Background: an optimization exercise with open tools, aiming at small area, a short achievable clock period and few clock cycles. Do not read the settings as production practice.
Only simulation tests tie the RTL to the original design; equivalence was not proved.

## axi_interconnect
module axi_interconnect (
    input  logic                                         axi_clk,
    input  logic                                         arst_n,
    input  logic [axi_ic_pkg::N_MST*axi_ic_pkg::ID_W-1:0]   m_axi_arid,
    input  logic [axi_ic_pkg::N_MST*axi_ic_pkg::ADDR_W-1:0] m_axi_araddr,
    input  logic [axi_ic_pkg::N_MST*axi_ic_pkg::LEN_W-1:0]  m_axi_arlen,
    input  logic [axi_ic_pkg::N_MST*3-1:0]                  m_axi_arsize,
    input  logic [axi_ic_pkg::N_MST*2-1:0]                  m_axi_arburst,
    input  logic [axi_ic_pkg::N_MST-1:0]                    m_axi_arvalid,
    output logic [axi_ic_pkg::N_MST-1:0]                    m_axi_arready,
    output logic [axi_ic_pkg::N_MST*axi_ic_pkg::ID_W-1:0]   m_axi_rid,
    output logic [axi_ic_pkg::N_MST*axi_ic_pkg::DATA_W-1:0] m_axi_rdata,
    output logic [axi_ic_pkg::N_MST*2-1:0]                  m_axi_rresp,
    output logic [axi_ic_pkg::N_MST-1:0]                    m_axi_rlast,
    output logic [axi_ic_pkg::N_MST-1:0]                    m_axi_rvalid,
    input  logic [axi_ic_pkg::N_MST-1:0]                    m_axi_rready,
    output logic [axi_ic_pkg::N_SLV*axi_ic_pkg::SID_W-1:0]  s_axi_arid,
    output logic [axi_ic_pkg::N_SLV*axi_ic_pkg::ADDR_W-1:0] s_axi_araddr,
    output logic [axi_ic_pkg::N_SLV*axi_ic_pkg::LEN_W-1:0]  s_axi_arlen,
    output logic [axi_ic_pkg::N_SLV*3-1:0]                  s_axi_arsize,
  ...
Settings: LEC_CHECK=0, CAP_MARGIN=20, CORE_AREA=25 25 175 175, CTS_CLUSTER_DIAMETER=400, CTS_CLUSTER_SIZE=60, DIE_AREA=0 0 200 200, SETUP_SLACK_MARGIN=1.6, SLEW_MARGIN=20; clock period 4.5 ns.
standard.sh (not shown) runs the stock make flow with config.mk's settings and CLKGATE_MAP_FILE= SYNTH_SCRIPT=/design/flow/synth_recipe.tcl, a recipe that flattens the netlist after the stock synthesis.
==> flow/flow/run.sh <==
#!/bin/bash
# The standard layout with two changes:
#  - plain buf_1 cells as the port buffers, instead of the delay buffers that
#    buffer_ports picks by default;
#  - a222oi_1 is not used: its three-high pull-up stack is slow, and the
#    one-hot multiplexers map to a22oi + nand2 instead.
set -euo pipefail
export BUFFER_PORTS_ARGS="-buffer_cell sky130_fd_sc_hd__buf_1"
cp config.mk own_config.mk
echo 'export DONT_USE_CELLS = sky130_fd_sc_hd__a222oi_1' >> own_config.mk
sed "s#DESIGN_CONFIG=[^ ]*#DESIGN_CONFIG=$PWD/own_config.mk#" standard.sh > own_standard.sh
bash own_standard.sh finish > standard.log 2>&1
Testbench counts at the start, summed over its fixed seeds: cycles 7,526.
Then changed:
Settings changed: CORE_AREA 25 25 175 175 to 45 45 155 155, CTS_CLUSTER_DIAMETER 400 to unset, CTS_CLUSTER_SIZE 60 to unset, SETUP_SLACK_MARGIN 1.6 to 1.7.
The new run passed the timing, DRC and antenna checks.
Non-clock buffer count came out lower by 3.
Wire length went up by 28%.
Setup slack is better by 23 ps.
Sequential share of layout area climbs by 0.21 points.
Count of clock-buffer cells in the layout came out higher by 1.
Global-route usage went up by 5.0 points.
Clock skew stays flat.
Area after synthesis stays the same.
Then changed:
Settings changed: ABC_AREA set to 1, CORE_AREA 45 45 155 155 to 40 40 160 160.
Final cell count fell slightly.
Setup slack improves by 35 ps.
Then changed:
Settings changed: ABC_AREA 1 to unset, SETUP_SLACK_MARGIN 1.7 to 2.0.
Final area rose by about a fifth.
Worst setup slack gets better by 110 ps.
Then changed:
Settings changed: ABC_AREA set to 1, GPL_ROUTABILITY_DRIVEN set to 0, SETUP_SLACK_MARGIN 2.0 to 1.7.
The changed run completed with no timing, DRC or antenna violations.
Maximum frequency decreases by 4.8%.
Worst setup slack degrades by 130 ps.
Non-clock buffer count drops by 78.
Design area drops by 15%.
Via count went down by 8.8%.
Core utilization went down by 12 points.
Area after synthesis fell by 2.5%.
Hold slack got worse by 13 ps.
Synthesized cell count came out lower by 5.9%.
Sequential share of layout area increases by 1.5 points.
Then changed:
Settings changed: ABC_AREA 1 to unset, GPL_ROUTABILITY_DRIVEN 0 to unset.
Effect: Global-route usage drops by 1.2 points; routed wire length drops by a few percent; design area climbs slightly; setup slack improves by 53 ps; clock-buffer cell count climbs by 1; non-clock buffer count drops by 15.

afterwards: timing with drivers on the ports:
In the flow no input, the clock included, has a driving cell. The finished layouts below were timed again as built, in two steps. Step 1 (the two cells are an assumption about what drives the block):
set clk [get_ports {axi_clk}]
set_driving_cell -lib_cell sky130_fd_sc_hd__clkbuf_16 $clk
set_driving_cell -lib_cell sky130_fd_sc_hd__buf_2 [delete_from_list [all_inputs] $clk]
Step 2 moves the port delays by t, midway between the first and last clock arrival at a register: inputs arrive t later, outputs are due t later. That takes back most of the time a late clock gives input paths. Slacks: ideal / step 1 / step 2; pairs: ideal / step 1.
| run | shift t [ns] | slack for setup (ns) | clock arrival spread, ns |
|---|---|---|---|
| the first run | 0.329 | 1.655 / 1.564 / 1.564 | 0.006 / 0.006 |
| the second run | 0.322 | 1.678 / 1.637 / 1.642 | 0.003 / 0.004 |
| the third run | 0.332 | 1.713 / 1.653 / 1.653 | 0.007 / 0.007 |
| the fourth run | 0.328 | 1.826 / 1.727 / 1.530 | 0.006 / 0.006 |
| the fifth run | 0.331 | 1.691 / 1.538 / 1.538 | 0.003 / 0.002 |
| the sixth run | 0.315 | 1.745 / 1.681 / 1.625 | 0.005 / 0.006 |
After both steps setup and hold are still met in every run listed. For the fourth run, which loses most, drivers alone change the setup slack by -0.099 ns; drivers and shift together by -0.296 ns.
